What follows belongs to an exercise in optimizing a design on an open flow for a short achievable clock period and few clock cycles; a production flow would make more cautious choices.
In this exercise RTL edits were held to simulation tests only and were not proved equivalent to the original.
Power figures rest on the tool's default switching activity, not on a simulated workload.

==> flow/design.v (excerpt) <==
module tinyCore (
    input  logic        clk,
    input  logic        reset_n,
    input  logic        halt,
    input  logic        trap,
    output logic [31:0] iAddr,
    input  logic [31:0] iData,
    output logic [31:0] dAddr,
    input  logic [31:0] dIn,
    output logic [31:0] dOut,
    output logic        memRw,
    output logic        strobe
);
Size: ~170 I/O pins, roughly 76,000 µm² of cells after synthesis.
==> flow/config.mk <==
export PLATFORM = sky130hd
export DESIGN_NAME = tinyCore
export DESIGN_NICKNAME = tinyCore
export VERILOG_FILES = /design/flow/design.v
export SDC_FILE = /design/flow/constraint.sdc
export NUM_CORES = 4
export LEC_CHECK = 0
export CAP_MARGIN = 20
export CORE_MARGIN = 2
export CORE_UTILIZATION = 30
export SLEW_MARGIN = 20
==> flow/constraint.sdc <==
create_clock -name core_clock -period 16.0 [get_ports {clk}]
set_input_delay 3.2000 -clock core_clock [delete_from_list [all_inputs] [get_ports {clk}]]
set_output_delay 3.2000 -clock core_clock [all_outputs]
set_load 0.01 [all_outputs]
standard.sh (not shown) runs the stock make flow with config.mk's settings and CLKGATE_MAP_FILE= SYNTH_SCRIPT=/design/flow/synth_recipe.tcl, a recipe that flattens the netlist after the stock synthesis.
==> flow/flow/run.sh <==
#!/bin/bash
# The standard layout, with timing repair aimed below the clock period
# (a setup margin), so that the achieved period shrinks, and the port
# buffers made with a plain buffer cell.
set -uo pipefail
bash standard.sh SETUP_SLACK_MARGIN=11 "BUFFER_PORTS_ARGS=-buffer_cell sky130_fd_sc_hd__buf_4" finish > layout.log 2>&1
Testbench counts at the start, summed over its fixed seeds: cycles 72,677.
Change:
--- a/flow/design.v
+++ b/flow/design.v
@@ -322,26 +322,25 @@
     logic        redirectM;
     logic [31:0] targetM;
     slowSum uSum2 (.part0(mP0), .part1(mP1), .part2(mP2), .ad(mAd), .result(r2));
     assign mVal = mLoad ? dIn : mSlow ? r2 : mR;
     assign mHold     = mValid & ((mSlow & (mLoad | mStore)) | mThrow);
     assign redirectM = mValid & ((mJump & (mLoad | mSlow) & ~(mSlow & mLoad)) | mThrow);
     assign targetM   = mThrow ? dIn : mVal;
-    assign dAddr  = strobeQ ? mR : eB;
+    assign dAddr  = mR;
     assign dOut   = mStoreData;
     assign memRw  = memRwQ;
     assign strobe = strobeQ;
     logic [31:0] x, b, ad;
     logic [31:0] fastR;
     logic [31:0] slow0, slow1, slow2;
     logic        eFlag;
     logic        differs;
     logic        taken;
     logic        redirectE;
-    logic        eVecRead;
     logic [31:0] targetE;
     assign x  = eX;
     assign b  = eB;
     assign ad = eAd;
     aluExec uAlu (
         .x      (x),
         .b      (b),
@@ -371,17 +370,16 @@
         .isMul   (eIsMul),
         .isShl   (eIsShl),
         .part0   (slow0),
         .part1   (slow1),
         .part2   (slow2)
     );
     assign taken     = eJump & ~eLoad & ~eSlow & ~eSteered & differs;
-    assign eVecRead  = eValid & eThrow & ~strobeQ & ~mHold;
-    assign redirectE = eValid & (taken | eTrap | eVecRead);
-    assign targetE   = eTrap ? TRAMP_BOTTOM : eVecRead ? dIn : fastR;
+    assign redirectE = eValid & (taken | eTrap);
+    assign targetE   = eTrap ? TRAMP_BOTTOM : fastR;
     logic [31:0] ins;
     logic        dT, dK, dS, dD;
     logic [3:0]  dDest, dX, dY, dOp;
     logic [31:0] dImm;
     logic        dThrow;
     logic [31:0] pcF1;
     logic        pcF1Cout;
@@ -487,39 +485,39 @@
                 pcF <= steer ? pcImm : pcF1;
             end
             if (haltTake) running <= 1'b0;
             else if (!running && !haltQ) running <= 1'b1;
             if (!mHold) begin
                 mValid  <= eValid & ~redirectM;
                 strobeQ <= eValid & ~redirectM & ~eSlow & (eStore | eLoad | eThrow);
-                memRwQ  <= eValid & ~redirectM & ~eSlow & (eStore | eVecRead);
+                memRwQ  <= eValid & ~redirectM & ~eSlow & eStore;
             end else begin
                 strobeQ <= 1'b1;
                 memRwQ  <= mThrow | mStore;
             end
             if (redirectM) begin
                 eValid <= 1'b0;
             end else if (!mHold) begin
                 eValid <= dAccept;
             end
         end
     end
     always_ff @(posedge clk) begin
         if (!mHold) begin
-            mR         <= eVecRead ? TRAP_SAVE_ADDR : fastR;
+            mR         <= fastR;
             mP0        <= slow0;
             mP1        <= slow1;
             mP2        <= slow2;
             mAd        <= ad;
             mStoreData <= eFwdS ? mVal : eS;
             mSlow      <= eSlow;
             mLoad      <= eLoad;
-            mStore     <= eStore | eVecRead;
+            mStore     <= eStore;
             mJump      <= eJump;
-            mThrow     <= eThrow & ~eVecRead;
+            mThrow     <= eThrow;
             mTrap      <= eTrap;
             mWrites    <= eWrites;
             mDest      <= eDest;
         end else if (mThrow) begin
             mR     <= TRAP_SAVE_ADDR;
             mThrow <= 1'b0;
             mStore <= 1'b1;
After rerunning:
- power came out higher by 6.8%
- setup slack gets better by 180 ps
- final cell count is about the same
- critical path depth came out lower by 6
- fmax came out higher by about 3.4%
- non-clock buffer count came out higher by 89
- design area came out higher by 1.0%
- routed wire length came out higher by 8.9%
- utilization came out higher by 0.53 points
- flip-flop and latch count is unchanged
- register-to-register slack gets better by 250 ps
- via count came out higher by 0.83%
- die area came out lower by about 0.8%
- synthesized area came out lower by 0.84%
Testbench counts after the change, summed over its fixed seeds: cycles 73,641.


tinyCore, a different RTL version from the one above (not shown whole).
Size in the first run: roughly 7400 cells after synthesis, ~920 flip-flops, roughly 0.077 mm2 of cells after synthesis.
==> module aluSlow, before the edit <==
module aluSlow (
    input  logic [31:0] x,
    input  logic [31:0] b,
    input  logic        isMul,
    input  logic        isShl,
    output logic [31:0] part0,
    output logic [31:0] part1,
    output logic [31:0] part2
);
    logic        big;
    logic [31:0] shifted;
    logic [17*32-1:0] rows;
    logic [12*32-1:0] l1;
    logic [8*32-1:0]  l2;
    logic [6*32-1:0]  l3;
    logic [4*32-1:0]  l4;
    logic [3*32-1:0]  l5;
    logic [31:0]      corr;
    assign big = |b[31:5];
    always_comb begin
        if (big)        shifted = 32'd0;
        else if (isShl) shifted = x << b[4:0];
        else            shifted = x >> b[4:0];
    end
    genvar i;
    generate
        for (i = 0; i < 16; i = i + 1) begin : booth
            logic        hi, mid, lo;
            logic        one, two, neg;
            logic [31:0] v;
            assign hi  = b[2*i+1];
            assign mid = b[2*i];
            if (i == 0) begin : first
                assign lo = 1'b0;
            end else begin : rest
                assign lo = b[2*i-1];
            end
            assign one = mid ^ lo;
            assign two = (hi & ~mid & ~lo) | (~hi & mid & lo);
            assign neg = hi & ~(mid & lo);
            assign v   = one ? x : two ? {x[30:0], 1'b0} : 32'd0;
            assign rows[i*32 +: 32] = (neg ? ~v : v) << (2 * i);
            assign corr[2*i]   = neg;
            assign corr[2*i+1] = 1'b0;
        end
    endgenerate
    assign rows[16*32 +: 32] = corr;
    csaLevel #(.N(17)) uL1 (.in(rows), .out(l1));
    csaLevel #(.N(12)) uL2 (.in(l1),   .out(l2));
    csaLevel #(.N(8))  uL3 (.in(l2),   .out(l3));
    csaLevel #(.N(6))  uL4 (.in(l3),   .out(l4));
    csaLevel #(.N(4))  uL5 (.in(l4),   .out(l5));
    assign part0 = isMul ? l5[31:0] : shifted;
    assign part1 = {32{isMul}} & l5[63:32];
    assign part2 = {32{isMul}} & l5[95:64];
endmodule
Settings: LEC_CHECK=0, CAP_MARGIN=20, CORE_MARGIN=2, CORE_UTILIZATION=30, SLEW_MARGIN=20; clock period 16.0 ns.
Scripts as last shown in full above: flow/flow/run.sh
Testbench counts at the start, summed over its fixed seeds: cycles 73,641.
Then changed:
--- a/flow/design.v
+++ b/flow/design.v
@@ -217,4 +217,5 @@
     logic        big;
     logic [31:0] shifted;
+    logic [31:0] shiftRow;
     logic [17*32-1:0] rows;
     logic [12*32-1:0] l1;
@@ -230,4 +231,5 @@
         else            shifted = x >> b[4:0];
     end
+    assign shiftRow = {32{~isMul}} & shifted;
     genvar i;
     generate
@@ -243,7 +245,7 @@
                 assign lo = b[2*i-1];
             end
-            assign one = mid ^ lo;
-            assign two = (hi & ~mid & ~lo) | (~hi & mid & lo);
-            assign neg = hi & ~(mid & lo);
+            assign one = isMul & (mid ^ lo);
+            assign two = isMul & ((hi & ~mid & ~lo) | (~hi & mid & lo));
+            assign neg = isMul & hi & ~(mid & lo);
             assign v   = one ? x : two ? {x[30:0], 1'b0} : 32'd0;
             assign rows[i*32 +: 32] = (neg ? ~v : v) << (2 * i);
@@ -253,12 +255,12 @@
     endgenerate
     assign rows[16*32 +: 32] = corr;
-    csaLevel #(.N(17)) uL1 (.in(rows), .out(l1));
-    csaLevel #(.N(12)) uL2 (.in(l1),   .out(l2));
-    csaLevel #(.N(8))  uL3 (.in(l2),   .out(l3));
-    csaLevel #(.N(6))  uL4 (.in(l3),   .out(l4));
-    csaLevel #(.N(4))  uL5 (.in(l4),   .out(l5));
-    assign part0 = isMul ? l5[31:0] : shifted;
-    assign part1 = {32{isMul}} & l5[63:32];
-    assign part2 = {32{isMul}} & l5[95:64];
+    csaLevel #(.N(17)) uL1 (.in(rows),           .out(l1));
+    csaLevel #(.N(12)) uL2 (.in(l1),             .out(l2));
+    csaLevel #(.N(9))  uL3 (.in({shiftRow, l2}), .out(l3));
+    csaLevel #(.N(6))  uL4 (.in(l3),             .out(l4));
+    csaLevel #(.N(4))  uL5 (.in(l4),             .out(l5));
+    assign part0 = l5[31:0];
+    assign part1 = l5[63:32];
+    assign part2 = l5[95:64];
 endmodule
 module slowSum (
The new run completed without violations.
Worst hold slack is worse by 0.036 ns.
Clock-buffer cell count came out lower by 2.
Core utilization came out higher by 1.0 points.
Critical path depth came out lower by 1.
Design area came out higher by 3.5%.
Register-to-register slack is better by 0.17 ns.
Testbench counts after the change, summed over its fixed seeds: cycles 73,641.


## the reference run
tinyCore, a different RTL version from the one above (not shown whole).
Size: roughly 7500 cells after synthesis, roughly 930 flip-flops, roughly 170 I/O pins.
clock: 16.0 ns
lec_check: 0
cap_margin: 20
core_margin: 2
core_utilization: 30
slew_margin: 20
Scripts as last shown in full above: flow/flow/run.sh
Testbench counts of the reference run, summed over its fixed seeds: cycles 72,677.
> inputs changed (the reference run -> the trial run)
--- a/flow/design.v
+++ b/flow/design.v
@@ -480,19 +480,19 @@
                     trapTake ? TRAP_SAVE_ADDR :
                     dThrow   ? (VECTOR_BASE | {27'd0, ins[4:0]}) :
                     dK       ? dImm :
                     prodY    ? fastR : vY;
     assign strobeNext = !mHold ? (eValid & ~redirectM & ~eSlow & (eStore | eLoad | eThrow))
                                : 1'b1;
     always_ff @(posedge clk) begin
         mR     <= mRNext;
         eB     <= eBNext;
-        dAddrQ <= strobeNext ? mRNext : mHold ? eB : (VECTOR_BASE | {27'd0, ins[4:0]});
+        dAddrQ <= strobeNext ? mRNext : eBNext;
     end
     always_ff @(posedge clk) begin
         haltQ  <= halt;
         trapQ  <= trap;
         savedQ <= reset_n & mValid & mTrap;
     end
     always_ff @(posedge clk) begin
         if (!reset_n) begin
             running <= 1'b1;
==> summary.txt <==
Compared with the reference run, the trial run ends up with a smaller final cell area.
Core utilization sits lower in the trial run than in the reference run.
The reference run → the trial run: final wirelength lost 23000 µm, initial cell density of the core saw little to no change, multi-input logic area -0.64%, synthesized cell count grew by 31, critical path depth went down by 12.
Hold slack | the trial run below the reference run
| power per cell area | the trial run vs the reference run | 2.5% lower |
Testbench counts of the trial run, summed over its fixed seeds: cycles 72,677.


Another version of the RTL of tinyCore (not shown whole).
For scale: about 7400 cells after synthesis.
==> flow/config.mk <==
export PLATFORM = sky130hd
export DESIGN_NAME = tinyCore
export DESIGN_NICKNAME = tinyCore
export VERILOG_FILES = /design/flow/design.v
export SDC_FILE = /design/flow/constraint.sdc
export NUM_CORES = 4
export LEC_CHECK = 0
export CAP_MARGIN = 20
export CORE_MARGIN = 2
export CORE_UTILIZATION = 30
export SLEW_MARGIN = 20
==> flow/constraint.sdc <==
create_clock -name core_clock -period 16.0 [get_ports {clk}]
set_input_delay 3.2000 -clock core_clock [delete_from_list [all_inputs] [get_ports {clk}]]
set_output_delay 3.2000 -clock core_clock [all_outputs]
set_load 0.01 [all_outputs]
Scripts as last shown in full above: flow/flow/run.sh
Testbench counts at the start, summed over its fixed seeds: cycles 72,677.
Change:
--- a/flow/design.v
+++ b/flow/design.v
@@ -325,37 +325,36 @@
     logic [3:0]  mDest;
     logic [31:0] r2;
     logic [31:0] mVal;
     logic        mHold;
     logic        redirectM;
     logic [31:0] targetM;
     slowSum uSum2 (.part0(mP0), .part1(mP1), .part2(mP2), .late31(mLate31), .ad(mAd),
                    .result(r2));
     assign mVal = mLoad ? dIn : mSlow ? r2 : mR;
     assign mHold     = mValid & ((mSlow & (mLoad | mStore)) | mThrow);
     assign redirectM = mValid & ((mJump & (mLoad | mSlow) & ~(mSlow & mLoad)) | mThrow);
     assign targetM   = mThrow ? dIn : mVal;
-    assign dAddr  = strobeQ ? mR : eB;
+    assign dAddr  = mR;
     assign dOut   = mStoreData;
     assign memRw  = memRwQ;
     assign strobe = strobeQ;
     logic [31:0] x, b, ad;
     logic [31:0] fastR;
     logic [31:0] slow0, slow1, slow2;
     logic [2:0]  slowLate31;
     logic        eFlag;
     logic        differs;
     logic        taken;
     logic        redirectE;
-    logic        eVecRead;
     logic [31:0] targetE;
     assign x  = eX;
     assign b  = eB;
     assign ad = eAd;
     aluExec uAlu (
         .x      (x),
         .b      (b),
         .ad     (ad),
         .selOr     (eSelOr),
         .selAnd    (eSelAnd),
         .selAndNot (eSelAndNot),
         .selXor    (eSelXor),
@@ -376,27 +375,26 @@
     );
     aluSlow uSlow (
         .x       (x),
         .b       (b),
         .isMul   (eIsMul),
         .isShl   (eIsShl),
         .part0   (slow0),
         .part1   (slow1),
         .part2   (slow2),
         .late31  (slowLate31)
     );
     assign taken     = eJump & ~eLoad & ~eSlow & ~eSteered & differs;
-    assign eVecRead  = eValid & eThrow & ~strobeQ & ~mHold;
-    assign redirectE = eValid & (taken | eTrap | eVecRead);
-    assign targetE   = eTrap ? TRAMP_BOTTOM : eVecRead ? dIn : fastR;
+    assign redirectE = eValid & (taken | eTrap);
+    assign targetE   = eTrap ? TRAMP_BOTTOM : fastR;
     logic [31:0] ins;
     logic        dT, dK, dS, dD;
     logic [3:0]  dDest, dX, dY, dOp;
     logic [31:0] dImm;
     logic        dThrow;
     logic [31:0] pcF1;
     logic        pcF1Cout;
     logic [31:0] rfX, rfY, rfZ;
     logic [31:0] vX, vY, vZ;
     logic        prodX, prodY, prodZ;
     logic        hazard;
     logic        blockIrq;
@@ -492,50 +490,50 @@
             end else if (redirectM) begin
                 pcF <= targetM;
             end else if (redirectE) begin
                 pcF <= targetE;
             end else if (!dStall && !trapTake) begin
                 pcF <= steer ? pcImm : pcF1;
             end
             if (haltTake) running <= 1'b0;
             else if (!running && !haltQ) running <= 1'b1;
             if (!mHold) begin
                 mValid  <= eValid & ~redirectM;
                 strobeQ <= eValid & ~redirectM & ~eSlow & (eStore | eLoad | eThrow);
-                memRwQ  <= eValid & ~redirectM & ~eSlow & (eStore | eVecRead);
+                memRwQ  <= eValid & ~redirectM & ~eSlow & eStore;
             end else begin
                 strobeQ <= 1'b1;
                 memRwQ  <= mThrow | mStore;
             end
             if (redirectM) begin
                 eValid <= 1'b0;
             end else if (!mHold) begin
                 eValid <= dAccept;
             end
         end
     end
     always_ff @(posedge clk) begin
         if (!mHold) begin
-            mR         <= eVecRead ? TRAP_SAVE_ADDR : fastR;
+            mR         <= fastR;
             mP0        <= slow0;
             mP1        <= slow1;
             mP2        <= slow2;
             mLate31    <= slowLate31;
             mAd        <= ad;
             mStoreData <= eFwdS ? mVal : eS;
             mSlow      <= eSlow;
             mLoad      <= eLoad;
-            mStore     <= eStore | eVecRead;
+            mStore     <= eStore;
             mJump      <= eJump;
-            mThrow     <= eThrow & ~eVecRead;
+            mThrow     <= eThrow;
             mTrap      <= eTrap;
             mWrites    <= eWrites;
             mDest      <= eDest;
         end else if (mThrow) begin
             mR     <= TRAP_SAVE_ADDR;
             mThrow <= 1'b0;
             mStore <= 1'b1;
         end else begin
             mR    <= r2;
             mSlow <= 1'b0;
         end
     end
Sequential cell count stays the same.
Sequential share of layout area rises by 0.81 points.
Core utilization went down by 1.1 points.
Total power stays flat.
Hold slack improves by 0.0039 ns.
Die area stays flat.
Count of clock-buffer cells in the layout fell by 23.
Cell count fell by 1.5%.
Via count decreases by 2.5%.
Critical path depth increases by 5.
Final area went down by 2.9%.
Fmax goes up by 5.0%.
Non-clock buffer count goes down by 114.
Testbench counts after the change, summed over its fixed seeds: cycles 73,641.

[static timing again, ports no longer ideal]
How much do the figures lean on ideal ports? The routed layouts below were timed once more, with nothing changed but the port constraints.
Step 1 sets driving cells, clkbuf_16 on the clock port and buf_2 on the other inputs (assumed; they add their load-dependent delay and slew).
Step 2 also shifts input and output timing later by t, the mid clock arrival at the registers, as if the neighbouring blocks saw the same clock.
a / b / c = no drivers / after step 1 / after step 2; a / b = the first two.
run | t, ns | setup WS [ns] | worst setup path after step 2 | clock arrival spread, ns | worst register clock-pin slew, ns
the first run of note 1 | 0.853 | 10.606 / 10.578 / 9.971 | input to register | 0.050 / 0.051 | 0.07 / 0.07
the second run of note 1 | 0.891 | 10.783 / 10.615 / 9.723 | input to register | 0.053 / 0.053 | 0.08 / 0.08
the first run of note 2 | 0.879 | 10.487 / 10.400 / 9.807 | input to register | 0.086 / 0.086 | 0.09 / 0.09
the second run of note 2 | 0.857 | 10.565 / 10.476 / 9.849 | input to register | 0.088 / 0.089 | 0.09 / 0.09
the reference run | 0.873 | 10.668 / 10.668 / 9.865 | input to register | 0.073 / 0.073 | 0.08 / 0.08
the trial run | 0.863 | 10.840 / 10.646 / 9.783 | input to register | 0.083 / 0.083 | 0.08 / 0.08
the first run of note 4 | 0.863 | 10.703 / 10.610 / 9.898 | input to register | 0.053 / 0.053 | 0.08 / 0.08
the second run of note 4 | 0.846 | 10.953 / 10.736 / 9.891 | input to register | 0.094 / 0.093 | 0.07 / 0.07
After both steps every run listed still meets setup and hold. For the second run of note 4, which loses most, drivers alone change the setup slack by -0.217 ns; drivers and shift together by -1.062 ns.
